Context: an optimization exercise on an open-source flow, tuned for small area, a short achievable clock period and few clock cycles. The choices shown serve that exercise and are no tape-out recipe.
RTL that was checked went through simulation tests only; none was proved equivalent to the original.
Power is estimated from default activity; no workload was simulated.

the previous run:
==> flow/design.v (excerpt) <==
module snn_frame_controller #(
  parameter int unsigned IN_W    = 19,
  parameter int unsigned DEPTH   = snn_pkg::DefaultDepth,
  parameter int unsigned OUT_N   = snn_pkg::DefaultOutN,
  parameter int unsigned CNT_W   = 7,
  parameter int unsigned REPEAT  = 4,
  parameter int unsigned NET_LAT = 2
) (
  input  logic                       clk,
  input  logic                       rstn,
  input  logic                       in_valid_i,
  output logic                       in_ready_o,
  input  logic [IN_W-1:0]            in_data_i,
  input  logic                       in_last_i,
  input  logic                       abort_i,
  output logic                       net_valid_o,
  output logic [IN_W-1:0]            net_data_o,
  input  logic [OUT_N-1:0]           spike_i,
  output logic                       result_valid_o,
  input  logic                       result_ready_i,
  output logic [$clog2(OUT_N)-1:0]   result_idx_o,
  output logic [CNT_W-1:0]           result_cnt_o
);
For scale: roughly 68 I/O pins, roughly 100000 um^2 of cells after synthesis.
==> flow/config.mk <==
export PLATFORM = sky130hd
export DESIGN_NAME = snn_frame_controller
export DESIGN_NICKNAME = snn_frame_controller
export VERILOG_FILES = /design/flow/design.v
export SDC_FILE = /design/flow/constraint.sdc
export NUM_CORES = 4
export LEC_CHECK = 0
export CAP_MARGIN = 5
export CORE_MARGIN = 2
export CORE_UTILIZATION = 40
export CTS_CLUSTER_DIAMETER = 90
export CTS_CLUSTER_SIZE = 25
export SETUP_SLACK_MARGIN = 2.65
export SLEW_MARGIN = 5
==> flow/constraint.sdc <==
create_clock -name core_clock -period 5.0 [get_ports {clk}]
set_input_delay 1.0000 -clock core_clock [delete_from_list [all_inputs] [get_ports {clk}]]
set_output_delay 1.0000 -clock core_clock [all_outputs]
set_load 0.01 [all_outputs]
run.sh (not shown) runs the stock make flow with config.mk's settings and CLKGATE_MAP_FILE= SYNTH_SCRIPT=/design/flow/synth_recipe.tcl, a recipe that flattens the netlist after the stock synthesis.
The previous run | status: complete | timing, DRC, antenna: pass
Testbench counts of the previous run, summed over its fixed seeds: cycles 45,152.
The inputs of the current run differ from those of the previous run as listed below.
diff --git a/flow/design.v b/flow/design.v
--- a/flow/design.v
+++ b/flow/design.v
@@ -96,18 +96,19 @@
   logic              load_q, load_d;       
   logic              busy_q;               
   logic              rdy_q;                
   logic [AddrW-1:0]  wr_q, wr_d;           
   logic              wlast_q, wlast_d;     
   logic              wz_q, wz_d;           
   logic              w1_q, w1_d;           
   logic [NBufHi-1:0] wgrp_q;               
   logic [NBufLo-1:0] wrow_q;               
+  logic [NBufLo-1:0] wrow1_q;              
   logic [IN_W-1:0]   wd_q;
   logic [AddrW-1:0]  last_q, last_d;       
   logic              fa_q, fa_d;           
   logic [PassW-1:0]  pass_q, pass_d;       
   logic [AddrW-1:0]  rem_q, rem_d;         
   logic              skip_q, skip_d;       
   logic [NSlot-1:0]  rslot_q;              
   logic [NBank-1:0]  rbank_q;
   logic              atl_q, atl_d;         
@@ -268,18 +269,19 @@
       fin_q  <= !abort_i && cv_q && cl_q;
       rv_q   <= !abort_i && (fin_q || (rv_q && !take));
     end
   end
   always_ff @(posedge clk) begin
     last_q  <= last_d;
     rem_q   <= rem_d;
     skip_q  <= skip_d;
     wrow_q  <= NBufLo'(1) << wr_q[RowW-1:0];
+    wrow1_q <= NBufLo'(1) << (wr_q[RowW-1:0] + RowW'(1));
     wd_q    <= in_data_i;
     pass_q  <= pass_d;
     atl_q   <= atl_d;
     pl_q    <= pl_d;
     sbank_q <= rbank_q;
     unique case (rd_move)
       RdNext: begin
         rslot_q <= {rslot_q[NSlot-2:0], rslot_q[NSlot-1]};
         if (rslot_q[NSlot-1]) rbank_q <= {rbank_q[NBank-2:0], rbank_q[NBank-1]};
@@ -306,19 +308,21 @@
       w = '0;
       for (int k = 0; k < int'(NSlot); k++) begin
         w = w | (mem[b * NSlot + k] & {IN_W{rslot_q[k]}});
       end
       bank_q[b] <= w;
     end
   end
   always_ff @(posedge clk) begin
     for (int r = 0; r < int'(DEPTH); r++) begin
-      if (wgrp_q[r / NBufLo] && wrow_q[r % NBufLo]) mem[r] <= wd_q;
+      if (wgrp_q[r / NBufLo] && ((r < int'(DEPTH) / 2) ? wrow_q[r % NBufLo]
+                                                         : wrow1_q[(r + 1) % NBufLo]))
+        mem[r] <= wd_q;
     end
   end
   spike_count_bank #(
     .OUT_N (OUT_N),
     .CNT_W (CNT_W),
     .IDX_W (IdxW)
   ) u_count_bank (
     .clk    (clk),
     .first  (cf_q),
Biggest cell delay along the critical path for the current run: 0.31 ns up relative to the previous run. Summary: with the previous run as the reference, synthesized area divided by synthesized cell count in the current run moved down slightly. Against the previous run, count of unique library cells instantiated by Yosys in the current run fell by more than 10%. Summary — length in cells of the worst reg-to-reg path, the current run relative to the previous run: lower, by 7. Lower number of multi-input combinational cells was reported by the previous run, not the current run. Taking the previous run as the reference, in the current run count of inverters other than clock inverters in the layout rose by 3, post-layout instance area flat, timing-limited maximum frequency -0.94%, synthesized cell count now larger.
Testbench counts of the current run, summed over its fixed seeds: cycles 45,152.

========
Setup of the baseline:
The RTL this note starts from:
==> flow/design.v <==
package snn_pkg;
  localparam int unsigned DefaultOutN  = 10;
  localparam int unsigned DefaultDepth = 128;
  localparam int unsigned IDX_W        = $clog2(DefaultOutN);
  localparam int unsigned ADDR_W       = $clog2(DefaultDepth);
endpackage
module spike_count_bank #(
  parameter int unsigned OUT_N = 10,
  parameter int unsigned CNT_W = 7,
  parameter int unsigned IDX_W = $clog2(OUT_N)
) (
  input  logic                 clk,
  input  logic                 first,
  input  logic [OUT_N-1:0]     spikes,    
  output logic [CNT_W-1:0]     max_o,     
  output logic [IDX_W-1:0]     idx_o      
);
  localparam logic [CNT_W-1:0] CntMax = '1;
  logic [OUT_N-1:0][CNT_W-1:0] dist_q, dist_d, dist_b, dist_p, dist_m;
  logic [OUT_N-1:0]            zero_q, zero_d;    
  logic [CNT_W-1:0]            max_q, max_d, max_b;
  logic                        sat_q, sat_d;      
  logic [OUT_N-1:0]            zero_b, one_b, inc;
  logic                        sat_b, up;
  always_comb begin
    for (int k = 0; k < int'(OUT_N); k++) begin
      zero_b[k] = first || zero_q[k];
      one_b[k]  = !first && (dist_q[k] == CNT_W'(1));
      dist_b[k] = first ? '0 : dist_q[k];
    end
    sat_b = !first && sat_q;
    max_b = first ? '0 : max_q;
    up = (|(spikes & zero_b)) && !sat_b;
    for (int k = 0; k < int'(OUT_N); k++) begin
      inc[k] = spikes[k] && !(zero_b[k] && sat_b);
      dist_p[k] = first ? CNT_W'(1) : dist_q[k] + CNT_W'(1);
      dist_m[k] = dist_q[k] - CNT_W'(1);
      if (inc[k]) dist_d[k] = up ? dist_b[k] : dist_m[k];
      else        dist_d[k] = up ? dist_p[k] : dist_b[k];
      zero_d[k] = (zero_b[k] && (up == inc[k])) || (one_b[k] && !up && inc[k]);
    end
    max_d = up ? max_b + CNT_W'(1) : max_b;
    sat_d = up ? (max_b == CntMax - CNT_W'(1)) : sat_b;
  end
  always_ff @(posedge clk) begin
    dist_q <= dist_d;
    zero_q <= zero_d;
    max_q  <= max_d;
    sat_q  <= sat_d;
  end
  always_comb begin
    idx_o = '0;
    for (int k = int'(OUT_N) - 1; k >= 0; k--) begin
      if (zero_q[k]) idx_o = IDX_W'(k);
    end
  end
  assign max_o = max_q;
endmodule
import snn_pkg::*;
module snn_frame_controller #(
  parameter int unsigned IN_W    = 19,
  parameter int unsigned DEPTH   = snn_pkg::DefaultDepth,
  parameter int unsigned OUT_N   = snn_pkg::DefaultOutN,
  parameter int unsigned CNT_W   = 7,
  parameter int unsigned REPEAT  = 4,
  parameter int unsigned NET_LAT = 2
) (
  input  logic                       clk,
  input  logic                       rstn,
  input  logic                       in_valid_i,
  output logic                       in_ready_o,
  input  logic [IN_W-1:0]            in_data_i,
  input  logic                       in_last_i,
  input  logic                       abort_i,
  output logic                       net_valid_o,
  output logic [IN_W-1:0]            net_data_o,
  input  logic [OUT_N-1:0]           spike_i,
  output logic                       result_valid_o,
  input  logic                       result_ready_i,
  output logic [$clog2(OUT_N)-1:0]   result_idx_o,
  output logic [CNT_W-1:0]           result_cnt_o
);
  localparam int unsigned AddrW = $clog2(DEPTH);
  localparam int unsigned IdxW  = $clog2(OUT_N);
  localparam int unsigned PassW = (REPEAT > 2) ? $clog2(REPEAT - 1) : 1;
  localparam int unsigned RowW  = 3;
  localparam int unsigned BlkW  = 2;
  localparam int unsigned BankW = AddrW - RowW - BlkW;
  localparam int unsigned NRow  = 1 << RowW;
  localparam int unsigned NBlk  = 1 << BlkW;
  localparam int unsigned NBank = 1 << BankW;
  localparam int unsigned NBufLo = 1 << RowW;
  localparam int unsigned NBufHi = DEPTH / NBufLo;
  localparam logic [AddrW-1:0] LastPtr  = AddrW'(DEPTH - 1);
  localparam logic [PassW-1:0] LastPass = PassW'(REPEAT - 2);
  typedef enum logic [1:0] {RdHold, RdNext, RdZero} rd_move_e;
  logic              load_q, load_d;       
  logic              busy_q;               
  logic              rdy_q;                
  logic [AddrW-1:0]  wr_q, wr_d;           
  logic              wlast_q, wlast_d;     
  logic [NBufHi-1:0] wgrp_q;               
  logic [NBufLo-1:0] wrow_q;               
  logic [IN_W-1:0]   wd_q;
  logic [AddrW-1:0]  last_q, last_d;       
  logic              fa_q, fa_d;           
  logic [PassW-1:0]  pass_q, pass_d;       
  logic [AddrW-1:0]  rem_q, rem_d;         
  logic              skip_q, skip_d;       
  logic [NRow-1:0]   rrow_q;               
  logic [NRow-1:0]   rrow1_q;              
  logic [NBlk-1:0]   rblk_q;
  logic [NBank-1:0]  rbank_q;
  logic              atl_q, atl_d;         
  rd_move_e          rd_move;
  logic [NBank-1:0][IN_W-1:0] bank_q;      
  logic [NBank-1:0]  sbank_q;              
  logic              pv_q, pv_d;           
  logic              pl_q, pl_d;           
  logic              nv_q, nv_d;           
  logic              nf_q, nf_d;           
  logic              nl_q, nl_d;           
  logic [IN_W-1:0]   nd_q, nd_d;
  logic [NET_LAT:1]  v_q, f_q, l_q;        
  logic              cv_q, cf_q, cl_q;     
  logic [OUT_N-1:0]  sp_q;                 
  logic              fin_q;                
  logic              rv_q;
  logic [IdxW-1:0]   ri_q;
  logic [CNT_W-1:0]  rc_q;
  logic [IN_W-1:0]   mem [DEPTH];
  logic [IN_W-1:0]   rd_word;
  logic              acc, frame_end, last_fetch, fetch, pend, take;
  logic [CNT_W-1:0]  max_w;
  logic [IdxW-1:0]   idx_w;
  assign load_q     = !busy_q;
  assign acc        = load_q && in_valid_i && !abort_i;
  assign frame_end  = in_last_i || wlast_q;
  assign take       = rv_q && result_ready_i && !abort_i;
  assign pend       = (nv_q && nl_q) || (|(v_q & l_q)) || (cv_q && cl_q) || fin_q;
  assign last_fetch = atl_q && (pass_q == LastPass);
  assign fetch      = fa_q && !skip_q && !(last_fetch && (pend || rv_q));
  always_comb begin
    rd_word = '0;
    for (int b = 0; b < int'(NBank); b++) begin
      rd_word = rd_word | (bank_q[b] & {IN_W{sbank_q[b]}});
    end
  end
  always_comb begin
    load_d  = load_q;
    wr_d    = wr_q;
    wlast_d = wlast_q;
    rem_d   = rem_q;
    skip_d  = 1'b0;
    last_d  = last_q;
    fa_d    = fa_q;
    pass_d  = pass_q;
    atl_d   = atl_q;
    rd_move = RdHold;
    pv_d    = 1'b0;
    pl_d    = 1'b0;
    nv_d    = 1'b0;
    nf_d    = 1'b0;
    nl_d    = 1'b0;
    nd_d    = pv_q ? rd_word : in_data_i;
    if (load_q) begin
      rd_move = RdZero;
      if (acc) begin
        nv_d = 1'b1;
        nf_d = (wr_q == '0);
        if (frame_end) begin
          last_d  = wr_q;
          wr_d    = '0;
          wlast_d = 1'b0;
          load_d  = 1'b0;
          fa_d    = 1'b1;
          pass_d  = '0;
          if (wr_q[AddrW-1:1] == '0) begin
            atl_d  = (wr_q == '0);
            rem_d  = wr_q;
            skip_d = (wr_q == '0);
          end else begin
            pv_d    = 1'b1;
            rd_move = RdNext;
            atl_d   = 1'b0;
            rem_d   = wr_q - AddrW'(1);
          end
        end else begin
          wr_d    = wr_q + AddrW'(1);
          wlast_d = (wr_q == LastPtr - AddrW'(1));
        end
      end
    end else begin
      if (!fa_q && !pv_q) load_d = 1'b1;
      if (pv_q) begin
        nv_d = 1'b1;
        nl_d = pl_q;
        if (pl_q) load_d = 1'b1;
      end
      if (fetch) begin
        pv_d = 1'b1;
        pl_d = last_fetch;
        if (atl_q) begin
          rd_move = RdZero;
          atl_d   = (last_q == '0);
          rem_d   = last_q;
          if (pass_q == LastPass) fa_d = 1'b0;
          else                    pass_d = pass_q + PassW'(1);
        end else begin
          rd_move = RdNext;
          atl_d   = (rem_q == AddrW'(1));
          rem_d   = rem_q - AddrW'(1);
        end
      end
    end
    if (abort_i) begin
      load_d  = 1'b1;
      wr_d    = '0;
      wlast_d = 1'b0;
      fa_d    = 1'b0;
      pv_d    = 1'b0;
      nv_d    = 1'b0;
      rd_move = RdZero;
    end
  end
  always_ff @(posedge clk or negedge rstn) begin
    if (!rstn) begin
      busy_q  <= 1'b1;
      rdy_q   <= 1'b0;
      wr_q    <= '0;
      wlast_q <= 1'b0;
      wgrp_q  <= '0;
      fa_q    <= 1'b0;
      pv_q    <= 1'b0;
      nv_q    <= 1'b0;
      nl_q    <= 1'b0;
      v_q     <= '0;
      l_q     <= '0;
      cv_q    <= 1'b0;
      cl_q    <= 1'b0;
      fin_q   <= 1'b0;
      rv_q    <= 1'b0;
    end else begin
      busy_q <= !load_d;
      rdy_q  <= load_d;
      wr_q   <= wr_d;
      wlast_q <= wlast_d;
      wgrp_q <= acc ? NBufHi'(1) << wr_q[AddrW-1:RowW] : '0;
      fa_q   <= fa_d;
      pv_q   <= pv_d;
      nv_q   <= nv_d;
      nl_q   <= nl_d;
      v_q    <= abort_i ? '0 : {v_q[NET_LAT-1:1], nv_q};
      l_q    <= {l_q[NET_LAT-1:1], nl_q};
      cv_q   <= abort_i ? 1'b0 : v_q[NET_LAT];
      cl_q   <= l_q[NET_LAT];
      fin_q  <= !abort_i && cv_q && cl_q;
      rv_q   <= !abort_i && (fin_q || (rv_q && !take));
    end
  end
  always_ff @(posedge clk) begin
    last_q  <= last_d;
    rem_q   <= rem_d;
    skip_q  <= skip_d;
    wrow_q  <= NBufLo'(1) << wr_q[RowW-1:0];
    wd_q    <= in_data_i;
    pass_q  <= pass_d;
    atl_q   <= atl_d;
    pl_q    <= pl_d;
    sbank_q <= rbank_q;
    unique case (rd_move)
      RdNext: begin
        rrow_q  <= {rrow_q[NRow-2:0], rrow_q[NRow-1]};
        rrow1_q <= {rrow1_q[NRow-2:0], rrow1_q[NRow-1]};
        if (rrow_q[NRow-1]) begin
          rblk_q <= {rblk_q[NBlk-2:0], rblk_q[NBlk-1]};
          if (rblk_q[NBlk-1]) rbank_q <= {rbank_q[NBank-2:0], rbank_q[NBank-1]};
        end
      end
      RdZero: begin
        rrow_q  <= NRow'(1);
        rrow1_q <= NRow'(2);
        rblk_q  <= NBlk'(1);
        rbank_q <= NBank'(1);
      end
      default: ;
    endcase
    nf_q    <= nf_d;
    nd_q    <= nd_d;
    f_q     <= {f_q[NET_LAT-1:1], nf_q};
    cf_q    <= f_q[NET_LAT] && v_q[NET_LAT];
    sp_q    <= v_q[NET_LAT] ? spike_i : '0;
    if (fin_q) begin
      ri_q <= idx_w;
      rc_q <= max_w;
    end
  end
  always_ff @(posedge clk) begin
    for (int b = 0; b < int'(NBank); b++) begin
      logic [IN_W-1:0] w;
      w = '0;
      for (int k = 0; k < int'(NBlk); k++) begin
        logic [IN_W-1:0] blk;
        blk = '0;
        for (int r = 0; r < int'(NRow); r++) begin
          blk = blk | (mem[(b * NBlk + k) * NRow + r]
                       & {IN_W{(b < int'(NBank) / 2) ? rrow_q[r] : rrow1_q[(r + 1) % NRow]}});
        end
        w = w | (blk & {IN_W{rblk_q[k]}});
      end
      bank_q[b] <= w;
    end
  end
  always_ff @(posedge clk) begin
    for (int r = 0; r < int'(DEPTH); r++) begin
      if (wgrp_q[r / NBufLo] && wrow_q[r % NBufLo]) mem[r] <= wd_q;
    end
  end
  spike_count_bank #(
    .OUT_N (OUT_N),
    .CNT_W (CNT_W),
    .IDX_W (IdxW)
  ) u_count_bank (
    .clk    (clk),
    .first  (cf_q),
    .spikes (sp_q),
    .max_o  (max_w),
    .idx_o  (idx_w)
  );
  assign in_ready_o     = rdy_q;
  assign net_valid_o    = nv_q;
  assign net_data_o     = nd_q;
  assign result_valid_o = rv_q;
  assign result_idx_o   = ri_q;
  assign result_cnt_o   = rc_q;
endmodule
export LEC_CHECK = 0
export CAP_MARGIN = 5
export CORE_MARGIN = 2
export CORE_UTILIZATION = 40
export CTS_CLUSTER_DIAMETER = 100
export CTS_CLUSTER_SIZE = 30
export SETUP_SLACK_MARGIN = 2.6
export SLEW_MARGIN = 5
create_clock -name core_clock -period 5.0 [get_ports {clk}]
#### Input delta (the candidate over the baseline)
--- a/flow/design.v
+++ b/flow/design.v
@@ -84,10 +84,9 @@
   localparam int unsigned IdxW  = $clog2(OUT_N);
   localparam int unsigned PassW = (REPEAT > 2) ? $clog2(REPEAT - 1) : 1;
   localparam int unsigned RowW  = 3;
-  localparam int unsigned BlkW  = 2;
-  localparam int unsigned BankW = AddrW - RowW - BlkW;
-  localparam int unsigned NRow  = 1 << RowW;
-  localparam int unsigned NBlk  = 1 << BlkW;
+  localparam int unsigned SlotW = 5;
+  localparam int unsigned BankW = AddrW - SlotW;
+  localparam int unsigned NSlot = 1 << SlotW;
   localparam int unsigned NBank = 1 << BankW;
   localparam int unsigned NBufLo = 1 << RowW;
   localparam int unsigned NBufHi = DEPTH / NBufLo;
@@ -99,6 +98,8 @@
   logic              rdy_q;                
   logic [AddrW-1:0]  wr_q, wr_d;           
   logic              wlast_q, wlast_d;     
+  logic              wz_q, wz_d;           
+  logic              w1_q, w1_d;           
   logic [NBufHi-1:0] wgrp_q;               
   logic [NBufLo-1:0] wrow_q;               
   logic [IN_W-1:0]   wd_q;
@@ -107,9 +108,7 @@
   logic [PassW-1:0]  pass_q, pass_d;       
   logic [AddrW-1:0]  rem_q, rem_d;         
   logic              skip_q, skip_d;       
-  logic [NRow-1:0]   rrow_q;               
-  logic [NRow-1:0]   rrow1_q;              
-  logic [NBlk-1:0]   rblk_q;
+  logic [NSlot-1:0]  rslot_q;              
   logic [NBank-1:0]  rbank_q;
   logic              atl_q, atl_d;         
   rd_move_e          rd_move;
@@ -150,6 +149,8 @@
     load_d  = load_q;
     wr_d    = wr_q;
     wlast_d = wlast_q;
+    wz_d    = wz_q;
+    w1_d    = w1_q;
     rem_d   = rem_q;
     skip_d  = 1'b0;
     last_d  = last_q;
@@ -167,18 +168,20 @@
       rd_move = RdZero;
       if (acc) begin
         nv_d = 1'b1;
-        nf_d = (wr_q == '0);
+        nf_d = wz_q;
         if (frame_end) begin
           last_d  = wr_q;
           wr_d    = '0;
           wlast_d = 1'b0;
+          wz_d    = 1'b1;
+          w1_d    = 1'b0;
           load_d  = 1'b0;
           fa_d    = 1'b1;
           pass_d  = '0;
-          if (wr_q[AddrW-1:1] == '0) begin
-            atl_d  = (wr_q == '0);
+          if (wz_q || w1_q) begin
+            atl_d  = wz_q;
             rem_d  = wr_q;
-            skip_d = (wr_q == '0);
+            skip_d = wz_q;
           end else begin
             pv_d    = 1'b1;
             rd_move = RdNext;
@@ -188,6 +191,8 @@
         end else begin
           wr_d    = wr_q + AddrW'(1);
           wlast_d = (wr_q == LastPtr - AddrW'(1));
+          wz_d    = 1'b0;
+          w1_d    = wz_q;
         end
       end
     end else begin
@@ -217,6 +222,8 @@
       load_d  = 1'b1;
       wr_d    = '0;
       wlast_d = 1'b0;
+      wz_d    = 1'b1;
+      w1_d    = 1'b0;
       fa_d    = 1'b0;
       pv_d    = 1'b0;
       nv_d    = 1'b0;
@@ -229,6 +236,8 @@
       rdy_q   <= 1'b0;
       wr_q    <= '0;
       wlast_q <= 1'b0;
+      wz_q    <= 1'b1;
+      w1_q    <= 1'b0;
       wgrp_q  <= '0;
       fa_q    <= 1'b0;
       pv_q    <= 1'b0;
@@ -245,6 +254,8 @@
       rdy_q  <= load_d;
       wr_q   <= wr_d;
       wlast_q <= wlast_d;
+      wz_q    <= wz_d;
+      w1_q    <= w1_d;
       wgrp_q <= acc ? NBufHi'(1) << wr_q[AddrW-1:RowW] : '0;
       fa_q   <= fa_d;
       pv_q   <= pv_d;
@@ -270,17 +281,11 @@
     sbank_q <= rbank_q;
     unique case (rd_move)
       RdNext: begin
-        rrow_q  <= {rrow_q[NRow-2:0], rrow_q[NRow-1]};
-        rrow1_q <= {rrow1_q[NRow-2:0], rrow1_q[NRow-1]};
-        if (rrow_q[NRow-1]) begin
-          rblk_q <= {rblk_q[NBlk-2:0], rblk_q[NBlk-1]};
-          if (rblk_q[NBlk-1]) rbank_q <= {rbank_q[NBank-2:0], rbank_q[NBank-1]};
-        end
+        rslot_q <= {rslot_q[NSlot-2:0], rslot_q[NSlot-1]};
+        if (rslot_q[NSlot-1]) rbank_q <= {rbank_q[NBank-2:0], rbank_q[NBank-1]};
       end
       RdZero: begin
-        rrow_q  <= NRow'(1);
-        rrow1_q <= NRow'(2);
-        rblk_q  <= NBlk'(1);
+        rslot_q <= NSlot'(1);
         rbank_q <= NBank'(1);
       end
       default: ;
@@ -299,14 +304,8 @@
     for (int b = 0; b < int'(NBank); b++) begin
       logic [IN_W-1:0] w;
       w = '0;
-      for (int k = 0; k < int'(NBlk); k++) begin
-        logic [IN_W-1:0] blk;
-        blk = '0;
-        for (int r = 0; r < int'(NRow); r++) begin
-          blk = blk | (mem[(b * NBlk + k) * NRow + r]
-                       & {IN_W{(b < int'(NBank) / 2) ? rrow_q[r] : rrow1_q[(r + 1) % NRow]}});
-        end
-        w = w | (blk & {IN_W{rblk_q[k]}});
+      for (int k = 0; k < int'(NSlot); k++) begin
+        w = w | (mem[b * NSlot + k] & {IN_W{rslot_q[k]}});
       end
       bank_q[b] <= w;
     end
Notes after the runs:
Synthesis-stage register bit count, the candidate vs the baseline: up slightly. | number of buffers created by CTS | lower: the baseline |. The candidate vs the baseline: share of power burned in the clock network down. As far as aggregate negative setup slack goes, the baseline and the candidate are indistinguishable; the numbers are identical. For the candidate, the classification of the worst-slack hold path was input pin to async pin, unlike the baseline, where it was flip-flop to flip-flop. From the baseline to the candidate, final setup violation count did not move at all.
Testbench counts of the candidate, summed over its fixed seeds: cycles 45,152.
No functional check of the RTL was part of the baseline.

-- what the ideal ports hide --
In the flow no input, the clock included, has a driving cell. The finished layouts below were timed again as built, in two steps.
Step 1 sets driving cells, clkbuf_16 on the clock port and buf_2 on the other inputs (assumed; they add their load-dependent delay and slew).
Step 2 adds t to the input delays and takes it off the output delays; t is the mean of the earliest and latest rising clock arrival at the registers after step 1. Input paths then give back, and output paths get back, about the clock's delay inside the block.
a / b / c = ideal ports / drivers / drivers and shift; a / b = the first two.
| run | shift t [ns] | setup WS [ns] | latest minus earliest clock arrival (ns) | worst register clock-pin slew, ns |
|---|---|---|---|---|
| the previous run | 0.946 | 2.559 / 2.469 / 1.671 | 0.041 / 0.041 | 0.11 / 0.11 |
| the current run | 0.927 | 2.536 / 2.536 / 1.807 | 0.069 / 0.069 | 0.11 / 0.11 |
| the baseline | 0.897 | 2.534 / 2.534 / 1.777 | 0.070 / 0.070 | 0.12 / 0.12 |
| the candidate | 0.921 | 2.557 / 2.455 / 1.760 | 0.108 / 0.108 | 0.12 / 0.12 |
After both steps every run listed still meets setup and hold. For the previous run, which loses most, drivers alone change the setup slack by -0.090 ns; drivers and shift together by -0.888 ns.
